This is an optimization exercise on Yosys and OpenROAD, whose aim is small area, not a production implementation.
The RTL was checked by simulation tests, not by an equivalence proof against the original design.
Power figures rest on the tool's default switching activity, not on a simulated workload. The flow treats the clock pin as an ideal source, which a real chip does not have.

`flow/design.v`:
```
package llc_pkg;
    typedef struct packed {
        logic flush;                        
    } llc_rst_t;
    typedef struct packed {
        logic [32-1:0] addr;
        logic [32-1:0] data;
    } llc_rsp_t;
    typedef struct packed {
        logic [1:0]             op;
        logic [32-1:0] addr;
        logic [32-1:0] data;
    } llc_req_t;
    typedef struct packed {
        logic                   write;
        logic [32-1:0] addr;
        logic [32-1:0] data;
    } llc_dma_req_t;
    typedef struct packed {
        logic recall_pending;
        logic recall_valid;
        logic rst_stall;
        logic flush_stall;
        logic req_stall;
        logic dma_read_pending;
        logic dma_write_pending;
        logic save_req;                     
    } llc_status_t;
    typedef enum logic [3:0] {
        kind_rst,
        kind_rsp,
        kind_req,
        kind_stalled_req,
        kind_dma_req,
        kind_rst_resume,
        kind_flush_resume,
        kind_dma_read_resume,
        kind_dma_write_resume
    } llc_kind_t;
    typedef struct packed {
        logic rst_to_resume;
        logic flush_to_resume;
        logic rst_to_get;
        logic rsp_to_get;
        logic req_to_get;
        logic dma_req_to_get;
    } llc_sel_t;
    typedef struct packed {
        llc_kind_t              kind;
        logic                   look;       
        logic [1:0]             op;
        logic [32-1:0] addr;
        logic [32-1:0] data;
    } llc_dispatch_t;
endpackage
`timescale 1ns/1ps
module llc_in_fifo #(
    parameter int W = 1
) (
    input  logic           clk,
    input  logic           rst,
    input  logic           in_req,
    input  logic [W-1:0]   in_data,
    output logic           in_ack,
    input  logic           pop,
    output logic           valid,
    output logic [3:0]     head,
    output logic [4*W-1:0] ents
);
    logic [3:0][W-1:0] mem;
    logic [3:0][W-1:0] mem_d;
    logic [1:0]   cnt;                  
    logic         nfull;                
    logic         push, push_n;
    logic         chg;                  
    assign push   = in_req && !in_ack && nfull;
    assign push_n = !push;
    assign valid  = !(nfull && !(cnt[0] || cnt[1]));
    assign chg    = push ^ pop;
    assign head[0] = nfull && !cnt[1] &&  cnt[0];
    assign head[1] = nfull &&  cnt[1] && !cnt[0];
    assign head[2] = nfull &&  cnt[1] &&  cnt[0];
    assign head[3] = !nfull;
    assign ents    = mem;
    always_ff @(posedge clk or negedge rst) begin
        if (!rst) begin
            cnt    <= '0;
            nfull  <= 1'b1;
            in_ack <= 1'b0;
        end else begin
            in_ack <= in_req && (in_ack || nfull);
            cnt[0] <= cnt[0] ^ chg;
            cnt[1] <= cnt[1] ^ (chg && !(push ^ cnt[0]));
            nfull  <= pop || (nfull && !(push && cnt[1] && cnt[0]));
        end
    end
    for (genvar i = 0; i < 4; i++) begin : g_slot
        for (genvar b = 0; b < W; b++) begin : g_bit
            if (i == 0) begin : g_in
                llc_hold u_hold (.e(push), .en(push_n), .d(in_data[b]), .q(mem[i][b]),
                                 .y(mem_d[i][b]));
            end else begin : g_sh
                llc_hold u_hold (.e(push), .en(push_n), .d(mem[i-1][b]), .q(mem[i][b]),
                                 .y(mem_d[i][b]));
            end
        end
    end
    always_ff @(posedge clk) begin
        mem <= mem_d;
    end
endmodule
module llc_hold (
    input  logic e,
    input  logic en,
    input  logic d,
    input  logic q,
    output logic y
);
    assign y = (e & d) | (en & q);
endmodule
`timescale 1ns/1ps
module llc_front (
    input  logic        clk,
    input  logic        rst,
    input  logic        rst_in_req,
    input  logic [0:0]  rst_in_data,
    output logic        rst_in_ack,
    input  logic        rsp_in_req,
    input  logic [63:0] rsp_in_data,
    output logic        rsp_in_ack,
    input  logic        req_in_req,
    input  logic [65:0] req_in_data,
    output logic        req_in_ack,
    input  logic        dma_in_req,
    input  logic [64:0] dma_in_data,
    output logic        dma_in_ack,
    input  logic [7:0]  status,
    output logic        out_req,
    input  logic        out_ack,
    output logic [70:0] out_rec
);
    localparam logic [3:0] K_RST = 4'd0, K_RSP = 4'd1, K_REQ = 4'd2, K_STL = 4'd3,
                           K_DMA = 4'd4, K_RRES = 4'd5, K_FRES = 4'd6, K_DRD = 4'd7,
                           K_DWR = 4'd8, K_NONE = 4'd12;
    logic rp, rv, rs, fs, qs, drp, dwp, save;
    assign {rp, rv, rs, fs, qs, drp, dwp, save} = status;
    logic [1:0] state;
    logic       st_idle, st_dec, st_bld;
    assign st_idle = (state == 2'd0);
    assign st_dec  = (state == 2'd1);
    assign st_bld  = (state == 2'd2);
    assign out_req = (state == 2'd3);
    logic [3:0]  kind;       
    logic [65:0] pay;        
    logic        look_r;
    logic [65:0] last_req;
    logic [65:0] stl;
    logic        stl_v;
    logic        rst_v, rsp_v, req_v, dma_v;
    logic [3:0]  rst_hd, rsp_hd, req_hd, dma_hd;
    logic [3:0]        rst_e;
    logic [4*64-1:0]   rsp_e;
    logic [4*66-1:0]   req_e;
    logic [4*65-1:0]   dma_e;
    logic [3:0] kind_n;
    logic       get_req, get_dma, use_stl;
    logic       pop_rst, pop_rsp;
    llc_in_fifo #(.W(1)) u_rst_fifo (
        .clk, .rst, .in_req(rst_in_req), .in_data(rst_in_data), .in_ack(rst_in_ack),
        .pop(pop_rst), .valid(rst_v), .head(rst_hd), .ents(rst_e)
    );
    llc_in_fifo #(.W(64)) u_rsp_fifo (
        .clk, .rst, .in_req(rsp_in_req), .in_data(rsp_in_data), .in_ack(rsp_in_ack),
        .pop(pop_rsp), .valid(rsp_v), .head(rsp_hd), .ents(rsp_e)
    );
    llc_in_fifo #(.W(66)) u_req_fifo (
        .clk, .rst, .in_req(req_in_req), .in_data(req_in_data), .in_ack(req_in_ack),
        .pop(get_req), .valid(req_v), .head(req_hd), .ents(req_e)
    );
    llc_in_fifo #(.W(65)) u_dma_fifo (
        .clk, .rst, .in_req(dma_in_req), .in_data(dma_in_data), .in_ack(dma_in_ack),
        .pop(get_dma), .valid(dma_v), .head(dma_hd), .ents(dma_e)
    );
    logic c_rsp, c_req, c_stl, c_dma, c_dwr, c_drd, c_rst, c_rres, c_fres;
    logic nrm, nrm_rsp, nrm_req, nrm_drd;
    assign nrm     = !rp && !rs && !fs && !(rst_v && !(drp || dwp));   
    assign nrm_rsp = nrm && !rsp_v;                                    
    assign nrm_req = nrm_rsp && !(!qs && (req_v || stl_v));            
    assign nrm_drd = nrm_req && !drp;                                  
    assign c_rres = !rp && rs;
    assign c_fres = !rp && !rs && fs;
    assign c_rst  = !rp && !rs && !fs && rst_v && !(drp || dwp);
    assign c_rsp  = rsp_v && (rp ? !rv : nrm);
    assign c_stl  = nrm_rsp && !qs && stl_v;
    assign c_req  = nrm_rsp && !qs && !stl_v && req_v;
    assign c_drd  = drp && (rp ? rv : nrm_req);
    assign c_dwr  = nrm_drd && dwp && dma_v;
    assign c_dma  = nrm_drd && !dwp && dma_v && !qs;
    assign use_stl = c_stl;
    always_comb begin
        kind_n = K_NONE;
        if (c_rst)  kind_n = K_RST;
        if (c_rsp)  kind_n = K_RSP;
        if (c_req)  kind_n = K_REQ;
        if (c_stl)  kind_n = K_STL;
        if (c_dma)  kind_n = K_DMA;
        if (c_rres) kind_n = K_RRES;
        if (c_fres) kind_n = K_FRES;
        if (c_drd)  kind_n = K_DRD;
        if (c_dwr)  kind_n = K_DWR;
    end
    assign get_req = st_dec && c_req;
    assign get_dma = st_dec && (c_dma || c_dwr);
    logic [3:0]  s_rsp, s_req, s_dma;
    logic        s_stl;
    logic [3:0]  rst_pick;
    logic [65:0] pay_n;
    logic        hold_pay;
    assign hold_pay = !st_dec;
    always_comb begin
        for (int i = 0; i < 4; i++) begin
            s_rsp[i] = st_dec && c_rsp && rsp_hd[i];
            s_req[i] = st_dec && c_req && req_hd[i];
            s_dma[i] = st_dec && (c_dma || c_dwr) && dma_hd[i];
            rst_pick[i] = st_dec && c_rst && rst_hd[i];
        end
        s_stl = st_dec && use_stl;
    end
    for (genvar b = 0; b < 64; b++) begin : g_pay
        logic [3:0] g;
        llc_aoi3 u_rsp (.s(s_rsp[2:0]), .d({rsp_e[2*64+b], rsp_e[64+b], rsp_e[b]}), .y(g[0]));
        llc_aoi3 u_req (.s(s_req[2:0]), .d({req_e[2*66+b], req_e[66+b], req_e[b]}), .y(g[1]));
        llc_aoi3 u_dma (.s(s_dma[2:0]), .d({dma_e[2*65+b], dma_e[65+b], dma_e[b]}), .y(g[2]));
        llc_aoi3 u_top (.s({s_rsp[3], s_req[3], s_dma[3]}),
                        .d({rsp_e[3*64+b], req_e[3*66+b], dma_e[3*65+b]}), .y(g[3]));
        if (b == 0) begin : g_rst
            logic y;
            llc_fin u_fin (.g, .s(s_stl), .d(stl[b]), .h(hold_pay), .q(pay[b]), .y);
            assign pay_n[b] = y | (|(rst_pick & rst_e));
        end else begin : g_plain
            llc_fin u_fin (.g, .s(s_stl), .d(stl[b]), .h(hold_pay), .q(pay[b]), .y(pay_n[b]));
        end
    end
    logic [2:0] g64;
    llc_aoi3 u_req64 (.s(s_req[2:0]), .d({req_e[2*66+64], req_e[66+64], req_e[64]}), .y(g64[0]));
    llc_aoi3 u_dma64 (.s(s_dma[2:0]), .d({dma_e[2*65+64], dma_e[65+64], dma_e[64]}), .y(g64[1]));
    llc_aoi3 u_top64 (.s({s_req[3], s_dma[3], s_stl}),
                      .d({req_e[3*66+64], dma_e[3*65+64], stl[64]}), .y(g64[2]));
    assign pay_n[64] = ~(&g64) | (hold_pay & pay[64]);
    logic g65;
    llc_aoi3 u_req65 (.s(s_req[2:0]), .d({req_e[2*66+65], req_e[66+65], req_e[65]}), .y(g65));
    assign pay_n[65] = ~g65 | (s_req[3] & req_e[3*66+65]) | (s_stl & stl[65]) | (hold_pay & pay[65]);
    logic due, look;
    assign due  = (kind != K_NONE) && (kind != K_DRD || !rp);
    assign look = (kind == K_RSP) || (kind == K_REQ) || (kind == K_STL) || (kind == K_DMA)
               || (kind == K_FRES) || ((kind == K_DRD || kind == K_DWR) && !rp);
    assign pop_rst = st_bld && (kind == K_RST);
    assign pop_rsp = st_bld && (kind == K_RSP);
    assign out_rec = {kind, look_r, pay};
    always_ff @(posedge clk or negedge rst) begin
        if (!rst) begin
            state <= 2'd0;
            stl_v <= 1'b0;
        end else begin
            case (state)
                2'd0:    if (!out_ack) state <= 2'd1;
                2'd1:    state <= 2'd2;
                2'd2:    state <= due ? 2'd3 : 2'd1;
                default: if (out_ack) state <= 2'd0;
            endcase
            if (save)                  stl_v <= 1'b1;
            else if (st_dec && use_stl) stl_v <= 1'b0;
        end
    end
    logic       ld_last, ld_last_n, save_n, st_bld_n;
    logic [3:0] kind_d;
    logic       look_d;
    logic [65:0] last_d, stl_d;
    assign st_bld_n  = !st_bld;
    assign ld_last   = st_bld && (kind == K_REQ || kind == K_STL);
    assign ld_last_n = !ld_last;
    assign save_n    = !save;
    for (genvar k = 0; k < 4; k++) begin : g_kind
        llc_hold u_hold (.e(st_dec), .en(hold_pay), .d(kind_n[k]), .q(kind[k]), .y(kind_d[k]));
    end
    llc_hold u_look (.e(st_bld), .en(st_bld_n), .d(look), .q(look_r), .y(look_d));
    for (genvar b = 0; b < 66; b++) begin : g_keep
        llc_hold u_last (.e(ld_last), .en(ld_last_n), .d(pay[b]), .q(last_req[b]), .y(last_d[b]));
        llc_hold u_stl (.e(save), .en(save_n), .d(last_req[b]), .q(stl[b]), .y(stl_d[b]));
    end
    always_ff @(posedge clk) begin
        kind     <= kind_d;
        pay      <= pay_n;
        look_r   <= look_d;
        last_req <= last_d;
        stl      <= stl_d;
    end
endmodule
module llc_aoi3 (
    input  logic [2:0] s,
    input  logic [2:0] d,
    output logic       y
);
    assign y = ~((s[0] & d[0]) | (s[1] & d[1]) | (s[2] & d[2]));
endmodule
module llc_fin (
    input  logic [3:0] g,
    input  logic       s,
    input  logic       d,
    input  logic       h,
    input  logic       q,
    output logic       y
);
    assign y = ~(&g) | (s & d) | (h & q);
endmodule
```
`flow/flow/run.sh`:
```
#!/bin/bash
set -o pipefail
bash standard.sh BUFFER_PORTS_ARGS="-buffer_cell sky130_fd_sc_hd__buf_1" finish > standard_run.log 2>&1
```
`flow/standard.sh`:
```
#!/bin/bash
# synth_recipe.tcl (not shown) runs the flow's synth.tcl, then flattens the netlist and writes it again
# the make line also repeats each setting of config.mk as NAME=value (left out here)
make -C /OpenROAD-flow-scripts/flow DESIGN_CONFIG=/design/flow/config.mk WORK_HOME=/design/flow/orfs CLKGATE_MAP_FILE= SYNTH_SCRIPT=/design/flow/synth_recipe.tcl "${@:-finish}"
```
`flow/config.mk`:
```
export PLATFORM = sky130hd
export DESIGN_NAME = llc_front
export DESIGN_NICKNAME = llc_front
export VERILOG_FILES = /design/flow/design.v
export SDC_FILE = /design/flow/constraint.sdc
export NUM_CORES = 4
export LEC_CHECK = 0
export CAP_MARGIN = 20
export CORE_MARGIN = 2
export CORE_UTILIZATION = 70
export CTS_BUF_LIST = sky130_fd_sc_hd__clkbuf_16
export CTS_CLUSTER_DIAMETER = 100
export CTS_CLUSTER_SIZE = 30
export SLEW_MARGIN = 20
export SYNTH_HIERARCHICAL = 1
export SYNTH_MINIMUM_KEEP_SIZE = 0
```
`flow/constraint.sdc`:
```
create_clock -name core_clock -period 5.0 [get_ports {clk}]
set_input_delay 1.0000 -clock core_clock [delete_from_list [all_inputs] [get_ports {clk}]]
set_output_delay 1.0000 -clock core_clock [all_outputs]
set_load 0.01 [all_outputs]
```
==> results of run 1 <==
## registers in the layout (all words and copies together) (netlist names), 4 cells and up
signal	cells
u_rsp_fifo.mem	256
pay	66
last_req	66
u_rst_fifo.mem	4
u_dma_fifo.mem	260
u_req_fifo.mem	264
kind	4
stl	66
## final cells by class
type	count	share of cell area
repair buffers	330	0.0418
well taps	607	0.0209
diodes	2	0.000138
clock buffers	41	0.0282
clock inverters	4	0.000688
inverters	17	0.00251
flip-flops and latches	1006	0.556
multi-input cells	1441	0.350
## path summary, 6_finish.rpt
| path | start | endpoint | slack [ps] | depth (start not counted) |
|---|---|---|---|---|
| setup reg to reg | u_req_fifo.nfull$_DFF_PN1_ | pay[14]$_DFF_P_ | 1080 | 10 |
| min in group core_clock | u_req_fifo.mem[227]$_DFF_P_ | u_req_fifo.mem[227]$_DFF_P_ | 480 | 1 |
| max in group asynchronous | rst | u_rsp_fifo.nfull$_DFF_PN1_ | 4300 | 1 |
| setup / recovery | u_req_fifo.nfull$_DFF_PN1_ | pay[14]$_DFF_P_ | 1080 | 10 |
| hold / removal | rst | u_dma_fifo.cnt[1]$_DFF_PN0_ | 340 | 1 |
| hold reg to reg | u_req_fifo.mem[227]$_DFF_P_ | u_req_fifo.mem[227]$_DFF_P_ | 480 | 1 |
## cell families after synthesis
kind of cell,count (synthesis)
AO/OA/AOI/OAI,1274
XOR/XNOR,8
adder cells (fa/ha/maj),1
buffers and inverters,21
flip-flops,1006
multiplexers,4
AND/OR/NAND/NOR,154
## power by group
part	internal [mW]	switching [mW]
clock network	1.49	2.34
registers	10.5	2.23
logic	2.03	1.72
total	14.0	6.29
## routing by layer
layer | up-vias | track usage | routed length [um]
met2 | 1864 | 0.596 | 44800
met5 | - | 0 | 10
li1 | 11500 | - | -
met4 | 2 | 0.162 | 3880
met1 | 13300 | 0.523 | 38300
met3 | 273 | 0.0750 | 11300
## modules after synthesis, one instance, submodules excluded, excerpt
module / flip-flops and latches / cell area, um2 / cells / copies in the design
llc_front: 206 / 4680 / 291 / 1
llc_fin: 0 / 16.3 / 2 / 64
llc_hold: 0 / 8.76 / 1 / 921
llc_aoi3: 0 / 10.0 / 1 / 260
## stage by stage
step / setup slack (ps) / hold slack (ps) / std cells / total power [mW]
3_3_place_gp: 1070 / 450 / 3401 / 16.1
5_1_grt: 863 / 367 / 3448 / 21.1
2_1_floorplan: -2490 / 438 / 2468 / 14.8
6_report: 1080 / 337 / 3448 / 20.3
4_1_cts: 1210 / 483 / 3446 / 20.2
3_5_place_dp: 909 / 453 / 3401 / 16.4
## cell usage in the layout, fill, tap and decap left out, types with 8 or more instances in the layout
| cell type | n |
|---|---|
| a221o_1 | 64 |
| a222oi_1 | 260 |
| a22o_1 | 922 |
| and2_4 | 12 |
| buf_1 | 284 |
| buf_12 | 9 |
| buf_4 | 35 |
| clkbuf_16 | 41 |
| dfrtp_1 | 15 |
| dfxtp_1 | 987 |
| inv_1 | 14 |
| nand2_1 | 10 |
| nand4_1 | 65 |
| nor2b_1 | 8 |
| xnor2_1 | 8 |
==> metrics.md, run 1 <==
| Metric | Value |
|---|---|
| Share of cells above drive strength 1 | 0.0458 |
| Ys async rst share | 0.0189 |
| CTS Buf Count | 39 |
| RSZ-0062 raised after global routing | false |
| Antenna violations before repair | 3 |
| Vias per cell | 7.82 |
| Final Hold Fails | 0 |
| Worst-Margin Slew | ~1200 ps |
| Power per cell area | 559 nW/um2 |
| Min Tclk post-route | 3920 ps |
| Fin area | roughly 36000 um2 |
| Clock transition at the registers of the reported paths | 110 ps |
| Residual DRC | 0 |
| Crit path buffers/inverters | 2 |
| Crit path cell chain | inv_1 > or3_1 > o21bai_1 > nor4b_1 > o211a_1 > and2_4 > buf_12 > a222oi_1 > nand4_1 > a221o_1 |
| Final Max Tran Viols | 0 |
| Critical path arrival | 4470 ps |
| Cts hold-fix bufs | 0 |
| Distinct cells, synth | between 50 and 60 |
| Outcome | timing/DRC/antenna clean |
| Total negative slack | 0 ps |
| CP Class | reg2reg |
| Routed len/inst | 28.5 um |
| Register area share after synthesis | 0.613 |
| CTS Sinks | 1006 |
| GRT Overall Usage | 0.382 |
| Max cap viols | 0 |
| # setup viols final | 0 |
| Area delta synth->final | 10.3% |
| Leak pwr | between 10 and 15 nW |
| CORE AREA | 46600 um2 |
| Avg Inst Size Synth | 13.4 um2 |
| Crit path largest cell delay | 830 ps |
| Post-Synth Simple-Gate Area | 0.0314 |
| Main combinational cell family by area after synthesis | compound AO/OA/AOI/OAI gates |
| Number of I/O port buffers | around 290 |
| Fin crit share | 0.784 |
| Critical Path RT | 5550 ps |
| Die height | 221 um |
| Post-synthesis adder-cell area fraction | 0.000303 |
| Register area | 20200 um2 |
| Post-synthesis compound-gate area fraction | 0.349 |
| Most numerous cell in the Yosys netlist | dfxtp_1 |
| FF+latch count, synth | 1006 |
| Worst Setup Start Kind | register |
| Initial Util | 0.709 |
| Overall routed net length | 98300 um |
| DP Area | 35300 um2 |
| Final #Nets | 3046 |
| Yosys top cell area share | 0.599 |
| Via count | 27000 |
| Largest cells by area after synthesis | dfxtp_1 (60%), a22o_1 (24%), a222oi_1 (7.9%) |
| CTS root buf | clkbuf_16 |
| Slowest stage cell on the critical path | and2_4 |
| Commonest cells in the netlist | dfxtp_1 (987), a22o_1 (922), a222oi_1 (260), nand4_1 (65), a221o_1 (64) |
| Resized cells post-CTS | 0 |
| CP delay by family, top | simple AND/OR/NAND/NOR gates |
| Net Count, Synth | ~2700 |
| Mapped Cells | 2468 |
| Post-synth top flop | dfxtp_1 |
| First-pass GRT wire length | ~150000 um |
| Worst ir drop on vdd | 595 uV |
| Row count | 79 |
| Peak Freq | 255 MHz |
| Post-CTS Setup Bufs | 0 |
| Rel. slew slack | 0.197 |
| Crit path max fanout | 49 |
| Detailed Place HPWL | 55800 um |
| Fillcell total | 3036 |
| CP Capture Type | register |
| Synth Cell Area | 33000 um2 |
| HP Class | in2async |
| Final core occ | 0.782 |
| Synth area leader | dfxtp_1 |
| Clock buffer depth | 3 |
| CTS tree | built |
| Largest net degree at the start of global routing | 220 |
| Ys Warns | 11 |
| EDFF count, synth | 0 |
| GP Congestion | 0.862 |
| Worst skew pair latency | 610 ps |
| First-pass DRT Iterations | 11 |
| Post-Synth XOR/XNOR Area | 0.00212 |
| Vias in the first global route | 25900 |
| Die width | 221 um |
| Clock skew | 14.7 ps |
| Post-synthesis mux area share | 0.00121 |
| Die footprint | ~49000 um2 |
| Multi-input gate area | between 10000 and 15000 um2 |
| H-tree level count | 2 |
| Total gr overflow | 0 |
| Antenna-violating nets left | 0 |
| Io pins | 287 |
| 1st-iter DRT viols | 4477 |
==> inputs of run 2 (changes only) <==
==> flow/flow/run.sh (replaced) <==
#!/bin/bash
set -o pipefail
CTS="-sink_clustering_enable -repair_clock_nets -sink_clustering_size 30"
CTS="$CTS -sink_clustering_max_diameter 100 -dont_use_dummy_load"
CTS="$CTS -buf_list {sky130_fd_sc_hd__clkbuf_4 sky130_fd_sc_hd__clkbuf_8}"
CTS="$CTS -sink_clustering_buffer sky130_fd_sc_hd__clkbuf_16 -root_buf sky130_fd_sc_hd__clkbuf_8"
bash standard.sh BUFFER_PORTS_ARGS="-buffer_cell sky130_fd_sc_hd__buf_1" CTS_ARGS="$CTS" finish \
    > standard_run.log 2>&1
--- a/flow/config.mk
+++ b/flow/config.mk
@@ -9,3 +9,3 @@
 export CORE_MARGIN = 2
-export CORE_UTILIZATION = 70
+export CORE_UTILIZATION = 78
 export CTS_BUF_LIST = sky130_fd_sc_hd__clkbuf_16
==> run 2 against run 1 <==
Still clean. Fmax up 2.9%. Total power down 0.46%. Area after synthesis unchanged. Critical path depth unchanged. Via count up 3.1%. Critical endpoint is now pay[57]$_DFF_P_.
==> metrics.md, run 2 <==
| Metric | Value |
|---|---|
| Outcome | timing/DRC/antenna clean |
| Most common library cell in the layout ignoring fill and taps | dfxtp_1 |
| Register area share after synthesis | 0.613 |
| FF+latch count, synth | between 1000 and 1500 |
| Total gr overflow | 0 |
| Met3 WL | 13400 um |
| Vias per cell | 8.24 |
| Fin area | 36200 um2 |
| Ys Warns | 11 |
| Worst-Margin Slew | 1190 ps |
| Clock skew | 37.0 ps |
| CTS Sinks | between 1000 and 1500 |
| Biggest register | u_req_fifo.mem |
| Reg2Reg Depth | 10 |
| CTS root buf | clkbuf_8 |
| Clock transition at the registers of the reported paths | 110 ps |
| Residual DRC | 0 |
| Resized cells post-CTS | 0 |
| Largest net degree at the start of global routing | 179 |
| Number of I/O port buffers | 286 |
| Power per cell area | approximately 560 nW/um2 |
| Final #Nets | 3046 |
| Routed met1 length | between 30000 and 40000 um |
| CTS tree | built |
| GP Congestion | between 0.8 and 0.9 |
| Net Count, Synth | 2679 |
| CORE AREA | 41900 um2 |
| RSZ-0062 raised after global routing | false |
| CP Class | reg2reg |
| Critical Path RT | 5650 ps |
| Die height | 210 um |
| Most numerous cell in the Yosys netlist | dfxtp_1 |
| Min Tclk post-route | 3810 ps |
| Final Hold Fails | 0 |
| Detailed Place HPWL | 56300 um |
| Leak pwr | roughly 14 nW |
| Avg Inst Size Synth | 13.4 um2 |
| GRT Overall Usage | 0.435 |
| EDFF count, synth | 0 |
| Top flop regs | u_req_fifo.mem: 264 flops, u_dma_fifo.mem: 260 flops, u_rsp_fifo.mem: 256 flops |
| Peak Freq | 263 MHz |
| Final Max Tran Viols | 0 |
| Hold Slack | ~250 ps |
| CTS Buf Count | 39 |
| Post-CTS Setup Bufs | 0 |
| Post-synth top flop | dfxtp_1 |
| Final core occ | 0.864 |
| Max cap viols | 0 |
| Row count | 75 |
| Initial Util | 0.789 |
| Io pins | 287 |
| Die footprint | 44000 um2 |
| Slowest stage cell on the critical path | and2_4 |
| Sequential group share of total power | 0.632 |
| Yosys top cell area share | 0.599 |
| Distinct cells, synth | 53 |
| Cts hold-fix bufs | 0 |
| Clock buffer depth | 3 |
| Internal power | 13.9 mW |
| First-pass GRT wire length | 152000 um |
| Via count | around 28000 |
| 1st-iter DRT viols | 5469 |
| Ys async rst share | 0.0189 |
| Antenna-violating nets left | 0 |
| Sw power | 6.38 mW |
| Most frequent cells in the layout | dfxtp_1 (987), a22o_1 (922), buf_1 (284), a222oi_1 (260), nand4_1 (65) |
| Top sig layer | met4 |
| R2r setup slk | 1190 ps |
| Synth Cell Area | about 33000 um2 |
| Mapped Cells | 2468 |
| Worst ir drop on vdd | 380 uV |
| Largest cells by area after synthesis | dfxtp_1 (60%), a22o_1 (24%), a222oi_1 (7.9%) |
| FF-to-FF End | pay[57]$_DFF_P_ |
| Clock power share | 0.179 |
| Max reg flops | 264 |
| Combinational share of power | 0.189 |
| Share of cells above drive strength 1 | 0.0445 |
| Metal2 WL | 44800 um |
| Crit path largest cell delay | 720 ps |
| # setup viols final | 0 |
| Crit path max fanout | 43 |
| Overall routed net length | 100000 um |
| Vias in the first global route | 26800 |
| H-tree level count | 2 |
| Commonest cells in the netlist | dfxtp_1 (987), a22o_1 (922), a222oi_1 (260), nand4_1 (65), a221o_1 (64) |
| Critical path arrival | 4460 ps |
| Antenna violations before repair | 0 |
| Fin crit share | 0.762 |
| Crit path cell chain | inv_1 > or3_1 > o21bai_1 > nor4b_1 > o211a_1 > and2_4 > buf_4 > a222oi_1 > nand4_1 > a221o_1 |
| Routed len/inst | approximately 30 um |
| Switching Fraction | 0.315 |
| Worst skew pair latency | 700 ps |
| HP Class | in2async |
| CP Capture Type | register |
| R2r startpoint | u_req_fifo.nfull$_DFF_PN1_ |
| Area delta synth->final | 9.59% |
| Synth area leader | dfxtp_1 |
| Rel. slew slack | 0.204 |
| DP Area | 35200 um2 |
| Die width | 210 um |
| Ant diodes | 0 |
| Worst Setup Start Kind | register |
| First-pass DRT Iterations | 10 |
run 2: cell type report:
type	instances	area, um2
Sequential cell	1006	20200
Multi-Input combinational cell	1441	12700
Timing Repair Buffer	330	1520
Tap cell	539	674
Inverter	17	88.8
Clock buffer	39	920
Fill cell	2141	5690
run 2: routing by layer:
metal,track usage,vias up
met5,0,-
met2,0.669,2444
li1,-,11500
met1,0.576,13400
met4,0.241,0
met3,0.0926,449
run 2: through the flow:
step	worst slack, ps	TNS (ps)	total power, mW	std cells
floorplan	-2490	-1869110	14.8	2468
global placement	1090	0	16.0	3332
detailed placement	938	0	16.4	3332
CTS	1340	0	20.0	3371
global route	1110	0	20.9	3372
finish	1190	0	20.2	3372
run 2: Yosys stat by module, one instance, submodules excluded, excerpt:
module / cells / copies in the design
llc_aoi3: 1 / 260
llc_front: 291 / 1
llc_fin: 2 / 64
llc_hold: 1 / 921
run 2: worst max-delay path by stage:
| stage | from | endpoint | slack (ps) | depth (start not counted) |
|---|---|---|---|---|
| CTS | u_rst_fifo.nfull$_DFF_PN1_ | pay[50]$_DFF_P_ | 1340 | 10 |
| global placement | status[7] | pay[56]$_DFF_P_ | 1090 | 9 |
| global route | u_req_fifo.nfull$_DFF_PN1_ | pay[43]$_DFF_P_ | 1110 | 10 |
| floorplan | req_in_req | u_req_fifo.mem[0]$_DFF_P_ | -2490 | 3 |
| finish | u_req_fifo.nfull$_DFF_PN1_ | pay[57]$_DFF_P_ | 1190 | 10 |
| detailed placement | status[7] | pay[56]$_DFF_P_ | 940 | 9 |
run 2: cell families after synthesis:
logic type | count (synthesis) | synth area share
muxes | 4 | 0.00121
and+or+nand+nor | 154 | 0.0314
xor gates and xnor gates | 8 | 0.00212
DFF | 1006 | 0.613
adders and majority gates | 1 | 0.000303
buffers and inverters | 21 | 0.00254
AOI/OAI and AO/OA | 1274 | 0.349
run 2: power by group through the flow:
stage          clock, mW  sequential, mW  combinational [mW]
6_report            3.62            12.8                3.82
3_5_place_dp           0            12.8                3.66
3_3_place_gp           0            12.6                3.45
5_1_grt             3.87            13.0                4.05
4_1_cts             3.60            12.6                3.73
2_1_floorplan          0            12.1                2.66
run 2: critical path, delay by kind of cell, from the launching register on:
| family | cells | cell delay, ps |
|---|---|---|
| AND/OR/NAND/NOR | 4 | 1680 |
| AO/OA/AOI/OAI | 4 | 970 |
| buffers and inverters | 2 | 470 |
| flip-flops | 1 | 620 |
==> inputs of run 3 (changes only) <==
--- a/flow/config.mk
+++ b/flow/config.mk
@@ -9,3 +9,3 @@
 export CORE_MARGIN = 2
-export CORE_UTILIZATION = 78
+export CORE_UTILIZATION = 62
 export CTS_BUF_LIST = sky130_fd_sc_hd__clkbuf_16
==> run 3 against run 2 <==
Largest power group unchanged. Die area grew 25%. Non-clock buffer count grew 4. Clock-buffer cell count is the same. Total power shrank 0.71%. Synthesized cell count is the same. Sequential share of layout area shrank 0.35 points. First-iteration DRC count shrank 22%. Final cell count grew 4.6%. Clock power grew 1%. Critical path depth is the same.
==> metrics.md, run 3 <==
| Metric | Value |
|---|---|
| Outcome | timing/DRC/antenna clean |
| Worst Setup Start Kind | register |
| CTS tree | built |
| Vias per cell | 7.54 |
| Ys async rst share | 0.0189 |
| Rel. slew slack | 0.195 |
| Register area share after synthesis | 0.613 |
| Synth Cell Area | 33000 um2 |
| Most frequent cells in the layout | dfxtp_1 (987), a22o_1 (922), buf_1 (284), a222oi_1 (260), nand4_1 (65) |
| Ys Warns | 11 |
| EDFF count, synth | 0 |
| Mapped Cells | 2468 |
| Synth area leader | dfxtp_1 |
| Die footprint | 55100 um2 |
| CP Capture Type | register |
| First-pass GRT wire length | between 150000 and 200000 um |
| Final Hold Fails | 0 |
| RSZ-0062 raised after global routing | false |
| Cts hold-fix bufs | 0 |
| 1st-iter DRT viols | 4239 |
| Total chip power | approximately 20 mW |
| Max reg flops | 264 |
| Worst-Margin Slew | around 1200 ps |
| Peak Freq | 261 MHz |
| Number of I/O port buffers | 286 |
| Area delta synth->final | 10.3% |
| Final core occ | 0.693 |
| Detailed Place HPWL | roughly 57000 um |
| CTS Sinks | between 1000 and 1500 |
| FF-to-FF End | pay[9]$_DFF_P_ |
| Die height | 235 um |
| DP Area | roughly 35000 um2 |
| Reg2Reg Depth | 10 |
| Leak pwr | ~14 nW |
| # setup viols final | 0 |
| CTS root buf | clkbuf_8 |
| Initial Util | 0.628 |
| CORE AREA | 52600 um2 |
| Share of cells above drive strength 1 | 0.0458 |
| Commonest cells in the netlist | dfxtp_1 (987), a22o_1 (922), a222oi_1 (260), nand4_1 (65), a221o_1 (64) |
| Vias in the first global route | 25300 |
| Fin area | between 30000 and 40000 um2 |
| Residual DRC | 0 |
| Overall routed net length | around 100000 um |
| Worst ir drop on vdd | around 360 uV |
| First-pass DRT Iterations | 7 |
| Post-CTS Setup Bufs | 0 |
| Antenna violations before repair | 2 |
| Fillcell total | 3890 |
| Multi-input gate area | roughly 13000 um2 |
| Die width | 235 um |
| Io pins | 287 |
| GRT Overall Usage | 0.345 |
| Top flop regs | u_req_fifo.mem: 264 flops, u_dma_fifo.mem: 260 flops, u_rsp_fifo.mem: 256 flops |
| Row count | 84 |
| Worst skew pair latency | 730 ps |
| Via count | ~27000 |
| Critical Path RT | ~5600 ps |
| HP Class | in2async |
| Power per cell area | 552 nW/um2 |
| Largest cells by area after synthesis | dfxtp_1 (60%), a22o_1 (24%), a222oi_1 (7.9%) |
| Max cap viols | 0 |
| R2r setup slk | 1170 ps |
| Cell Count, Final, Fillers Out | 3527 |
| Routed len/inst | 28.4 um |
| Fin crit share | 0.765 |
| Final Max Tran Viols | 0 |
| FF+latch count, synth | 1006 |
| Avg Inst Size Synth | 13.4 um2 |
| Final #Nets | approximately 3100 |
| Register area | 20200 um2 |
| CTS Buf Count | 39 |
| Critical path arrival | 4450 ps |
| CP Class | reg2reg |
| Post-synth top flop | dfxtp_1 |
| Distinct cells, synth | 53 |
| R2r startpoint | u_req_fifo.nfull$_DFF_PN1_ |
| Most numerous cell in the Yosys netlist | dfxtp_1 |
| Min Tclk post-route | 3830 ps |
| H-tree level count | 2 |
| Resized cells post-CTS | 0 |
| Crit path max fanout | 32 |
| Biggest register | u_req_fifo.mem |
| Clock transition at the registers of the reported paths | 110 ps |
| Most common library cell in the layout ignoring fill and taps | dfxtp_1 |
| Total gr overflow | 0 |
| GP Congestion | between 0.8 and 0.9 |
| Clock buffer depth | 3 |
| Placed cells | 3486 |
| Antenna-violating nets left | 0 |
| Largest net degree at the start of global routing | 205 |
| Clock skew | 56.6 ps |
| Yosys top cell area share | 0.599 |
| Net Count, Synth | around 2700 |
run 3: changes by cell type in the layout (fill, tap and decap cells not counted):
cell and change:
diode_2 +2, buf_16 -1, buf_6 +1, buf_12 +2, buf_4 +2
run 3: logic make-up after synthesis:
kind of cell,after synthesis,synth area share
AOI/OAI and AO/OA,1274,0.349
DFF,1006,0.613
and+or+nand+nor,154,0.0314
buffers and inverters,21,0.00254
xor gates and xnor gates,8,0.00212
muxes,4,0.00121
adders and majority gates,1,0.000303
run 3: final cells by class:
class                           count  area share
Clock buffer                       39      0.0253
Sequential cell                  1006       0.556
Antenna cell                        2    0.000138
Tap cell                          688      0.0237
Inverter                           17     0.00244
Multi-Input combinational cell   1441       0.350
Timing Repair Buffer              334      0.0427
run 3: worst max path at each step:
stage                                end  slack (ps)                       start
2_1_floorplan  u_req_fifo.mem[0]$_DFF_P_       -2490                  req_in_req
3_3_place_gp             pay[39]$_DFF_P_        1030                   status[7]
3_5_place_dp             pay[49]$_DFF_P_         930                   status[7]
4_1_cts                  pay[38]$_DFF_P_        1250  u_req_fifo.nfull$_DFF_PN1_
5_1_grt                  pay[38]$_DFF_P_        1020  u_req_fifo.nfull$_DFF_PN1_
6_report                  pay[9]$_DFF_P_        1170  u_req_fifo.nfull$_DFF_PN1_
run 3: routing by layer:
metal | part of all wire | routed length, um | up-vias | track usage
li1 | - | - | 11500 | -
met1 | 0.41 | 41500 | 13300 | 0.492
met2 | 0.45 | 45600 | 1527 | 0.537
met3 | 0.10 | 9980 | 195 | 0.0484
met4 | 0.032 | 3200 | 0 | 0.126
met5 | 0 | 0 | - | 0
run 3: critical path: stages (launching register included):
cell and delay, ps:
dfstp_2 630, inv_1 110, or3_1 390, o21bai_1 340, nor4b_1 440, o211a_1 350
and2_4 570, buf_4 470, a222oi_1 190, nand4_1 140, a221o_1 100
run 3: modules after synthesis (local to each module, per instance), excerpt:
module     area, um2  cells  flip-flops and latches
llc_aoi3        10.0      1                       0
llc_front       4680    291                     206
llc_fin         16.3      2                       0
llc_hold        8.76      1                       0
run 3: report_power, final:
group	internal [mW]	switching (mW)	total, mW	leakage (nW)
logic	2.04	1.72	3.76	5.40
clock network	1.31	2.36	3.67	0.455
registers	10.5	2.15	12.7	8.29
run 3: metrics by stage:
stage               hold slack, ps  setup TNS (ps)  setup WS [ps]
floorplan                      438        -1869110          -2490
global placement               451               0           1030
detailed placement             452               0            931
CTS                            443               0           1250
global route                   281               0           1020
finish                         267               0           1170
==> inputs of run 4 (changes only) <==
--- a/flow/config.mk
+++ b/flow/config.mk
@@ -9,3 +9,3 @@
 export CORE_MARGIN = 2
-export CORE_UTILIZATION = 62
+export CORE_UTILIZATION = 70
 export CTS_BUF_LIST = sky130_fd_sc_hd__clkbuf_16
==> run 4 against run 3 <==
Still clean on timing, DRC and antenna. Non-clock buffer count fell by 3. Fmax fell by 3.5%. First-iteration DRC count grew 7.0%. Die area decreased by 11%. Via count is 1.3% higher. Clock skew down 1.8 ps. Critical path depth grew 1. Worst hold slack got worse by 16 ps. Sequential power about the same. Largest power group unchanged.
==> metrics.md, run 4 <==
| Metric | Value |
|---|---|
| Outcome | timing/DRC/antenna clean |
| H-tree level count | 2 |
| CP Capture Type | register |
| Residual DRC | 0 |
| Area delta synth->final | 9.97% |
| Post-synth top flop | dfxtp_1 |
| Final Max Tran Viols | 0 |
| GRT Overall Usage | 0.382 |
| Net Count, Synth | 2679 |
| FF+latch count, synth | about 1000 |
| 1st-iter DRT viols | approximately 4500 |
| Routed len/inst | between 20 and 30 um |
| Number of I/O port buffers | 286 |
| Avg Inst Size Synth | roughly 13 um2 |
| Detailed Place HPWL | 55800 um |
| HP Class | in2async |
| Rel. slew slack | 0.155 |
| Biggest register | u_req_fifo.mem |
| Mapped Cells | 2468 |
| Via count | 27000 |
| Worst-Margin Slew | 1270 ps |
| Share of cells above drive strength 1 | 0.0448 |
| Synth area leader | dfxtp_1 |
| CTS Buf Count | 39 |
| Fin area | 36300 um2 |
| Crit path largest cell delay | 840 ps |
| Final core occ | 0.780 |
| Ys Warns | 11 |
| CP Class | reg2reg |
| Internal power | ~14 mW |
| Die footprint | roughly 49000 um2 |
| GR peak layer | met2 |
| Sequential group share of total power | 0.633 |
| Global Route met1 Usage | 0.520 |
| Synth Cell Area | 33000 um2 |
| Most numerous cell in the Yosys netlist | dfxtp_1 |
| Met2 usage | 0.594 |
| GP Congestion | 0.862 |
| Final #Nets | 3047 |
| Ys async rst share | 0.0189 |
| Commonest cells in the netlist | dfxtp_1 (987), a22o_1 (922), a222oi_1 (260), nand4_1 (65), a221o_1 (64) |
| Most frequent cells in the layout | dfxtp_1 (987), a22o_1 (922), buf_1 (284), a222oi_1 (260), nand4_1 (65) |
| Worst skew pair latency | 730 ps |
| Combinational share of power | 0.187 |
| Overall routed net length | a little under 100000 um |
| CTS tree | built |
| Crit path top cell by count | inv_1 |
| Max cap viols | 0 |
| Power per cell area | 554 nW/um2 |
| Total gr overflow | 0 |
| Clock transition at the registers of the reported paths | about 110 ps |
| Vias in the first global route | 25900 |
| Clock skew | 54.8 ps |
| Min Tclk post-route | 3960 ps |
| Cell Count, Final, Fillers Out | ~3400 |
| Most common library cell in the layout ignoring fill and taps | dfxtp_1 |
| Worst Setup Start Kind | register |
| Resized cells post-CTS | 0 |
| Placed cells | 3401 |
| Leak pwr | 14.1 nW |
| Largest net degree at the start of global routing | 220 |
| Crit path cell chain | inv_1 > or3_1 > o21bai_1 > nor4b_1 > o211a_1 > and2_4 > a222oi_1 > nand4_1 > a221o_1 > inv_1 > o41ai_1 |
| Row count | 79 |
| CP delay by family, top | simple AND/OR/NAND/NOR gates |
| Register area share after synthesis | 0.613 |
| Initial Util | 0.709 |
| Sw power | 6.27 mW |
| EDFF count, synth | 0 |
| Met3 usage | 0.0848 |
| Critical path arrival | 4550 ps |
| Largest cells by area after synthesis | dfxtp_1 (60%), a22o_1 (24%), a222oi_1 (7.9%) |
| Yosys top cell area share | 0.599 |
| RSZ-0062 raised after global routing | false |
| Distinct cells, synth | 53 |
| Switching Fraction | 0.311 |
| Antenna violations before repair | 4 |
| Antenna-violating nets left | 0 |
| Worst ir drop on vdd | a little under 600 uV |
| Die width | 221 um |
| Vias per cell | 7.83 |
| CTS Sinks | 1006 |
| Cts hold-fix bufs | 0 |
| First-pass DRT Iterations | 9 |
| Top flop regs | u_req_fifo.mem: 264 flops, u_dma_fifo.mem: 260 flops, u_rsp_fifo.mem: 256 flops |
| Crit path max fanout | 50 |
| Post-CTS Setup Bufs | 0 |
| Fin crit share | 0.793 |
| Max reg flops | between 200 and 300 |
| Slowest stage cell on the critical path | and2_4 |
| Die height | approximately 220 um |
| Io pins | ~290 |
| Peak Freq | 252 MHz |
| CORE AREA | 46600 um2 |
| Crit path buffers/inverters | 2 |
| Final Hold Fails | 0 |
| Hold Slack | 250 ps |
| Clock power share | 0.180 |
| Clock buffer depth | 3 |
| Critical Path RT | 5580 ps |
| # setup viols final | 0 |
| DP Area | 35300 um2 |
| CTS root buf | clkbuf_8 |
| First-pass GRT wire length | between 150000 and 200000 um |
==> run 4: cell count changes in the layout (fill, tap and decap cells not counted), sizes merged <==
cell	before	now
clkinv	2	1
inv	15	16
buf	332	329
diode	2	3
==> run 4: worst paths after layout <==
check | slack (ps) | end | startpoint | depth (start not counted)
max in group asynchronous | 4370 | u_rsp_fifo.nfull$_DFF_PN1_ | rst | 1
max | 1040 | pay[0]$_DFF_P_ | u_req_fifo.nfull$_DFF_PN1_ | 11
min reg2reg | 470 | pay[19]$_DFF_P_ | stl[19]$_DFF_P_ | 1
min in group core_clock | 470 | pay[19]$_DFF_P_ | stl[19]$_DFF_P_ | 1
min | 250 | u_dma_fifo.cnt[1]$_DFF_PN0_ | rst | 1
max reg2reg | 1040 | pay[0]$_DFF_P_ | u_req_fifo.nfull$_DFF_PN1_ | 11
==> run 4: layer usage <==
layer	vias to the layer above	part of all wire
li1	11500	-
met5	-	0.00010
met3	272	0.12
met2	1866	0.45
met1	13300	0.39
met4	2	0.040
==> run 4: layout make-up <==
| type | instances | area (um2) |
|---|---|---|
| sequential | 1006 | 20200 |
| multi-input combinational | 1441 | 12700 |
| fill | 3040 | 10300 |
| timing repair buffer | 331 | 1550 |
| clock buffer | 39 | 920 |
| tap | 607 | 759 |
| inverter | 17 | 91.3 |
| antenna | 3 | 7.51 |
==> run 4: logic make-up (layout without fill, tap and decap cells) <==
family	Yosys count	after routing	share of synthesized area
other cells	0	3	0
xor+xnor	8	8	0.00212
flops	1006	1006	0.613
mux	4	4	0.00121
fa+ha+maj	1	1	0.000303
buf+inv	21	387	0.00254
simple gates	154	154	0.0314
compound gates	1274	1274	0.349
==> run 4: per-module statistics from Yosys, one instance, submodules excluded, a selection <==
| module | cell area [um2] | times used |
|---|---|---|
| llc_front | 4680 | 1 |
| llc_aoi3 | 10.0 | 260 |
| llc_hold | 8.76 | 921 |
| llc_fin | 16.3 | 64 |
==> run 4: worst register-to-register path: stages (launching register included) <==
cell	delay, ps
dfstp_2	620
inv_1	100
or3_1	390
o21bai_1	360
nor4b_1	500
o211a_1	360
and2_4	840
a222oi_1	300
nand4_1	170
a221o_1	120
inv_1	40
o41ai_1	50
==> run 4: stage by stage <==
stage	TNS [ps]	total power [mW]	setup WS (ps)
2_1_floorplan	-1869110	14.8	-2490
3_3_place_gp	0	16.1	1070
3_5_place_dp	0	16.4	909
4_1_cts	0	19.9	1210
5_1_grt	0	20.9	853
6_report	0	20.1	1040
==> run 4: power by group through the flow <==
stage	clock, mW	combinational [mW]	sequential (mW)
4_1_cts	3.62	3.69	12.6
3_3_place_gp	0	3.48	12.6
3_5_place_dp	0	3.66	12.8
6_report	3.62	3.76	12.7
5_1_grt	3.90	4.02	13.0
2_1_floorplan	0	2.66	12.1

## afterwards: timing with drivers on the ports
In the flow no input, the clock included, has a driving cell. The finished layouts below were timed again as built, in two steps.
Step 1 (the two cells are an assumption about what drives the block):
set clk [get_ports {clk}]
set_driving_cell -lib_cell sky130_fd_sc_hd__clkbuf_16 $clk
set_driving_cell -lib_cell sky130_fd_sc_hd__buf_2 [delete_from_list [all_inputs] $clk]
Step 2 times the ports against the registers' clock, not the clock port: input delays grow and output delays shrink by t, the midpoint of the rising clock arrivals with the driver on.
Three values: ideal ports, drivers, drivers and shift; two values: the first two.
run	t, ns	setup WS [ns]	hold WS [ns]	pins driven straight from the clock port
run 1	0.667	1.081 / 1.081 / 0.783	0.337 / 0.295 / 0.483	1
run 2	0.746	1.192 / 1.192 / 0.825	0.248 / 0.222 / 0.481	1
run 3	0.762	1.174 / 1.174 / 0.899	0.267 / 0.225 / 0.440	1
run 4	0.764	1.037 / 1.037 / 0.774	0.250 / 0.213 / 0.474	1
After both steps every run listed still meets setup and hold. The setup slack of run 2, which loses most, moves by 0.000 ns with the drivers and by -0.367 ns with both steps.
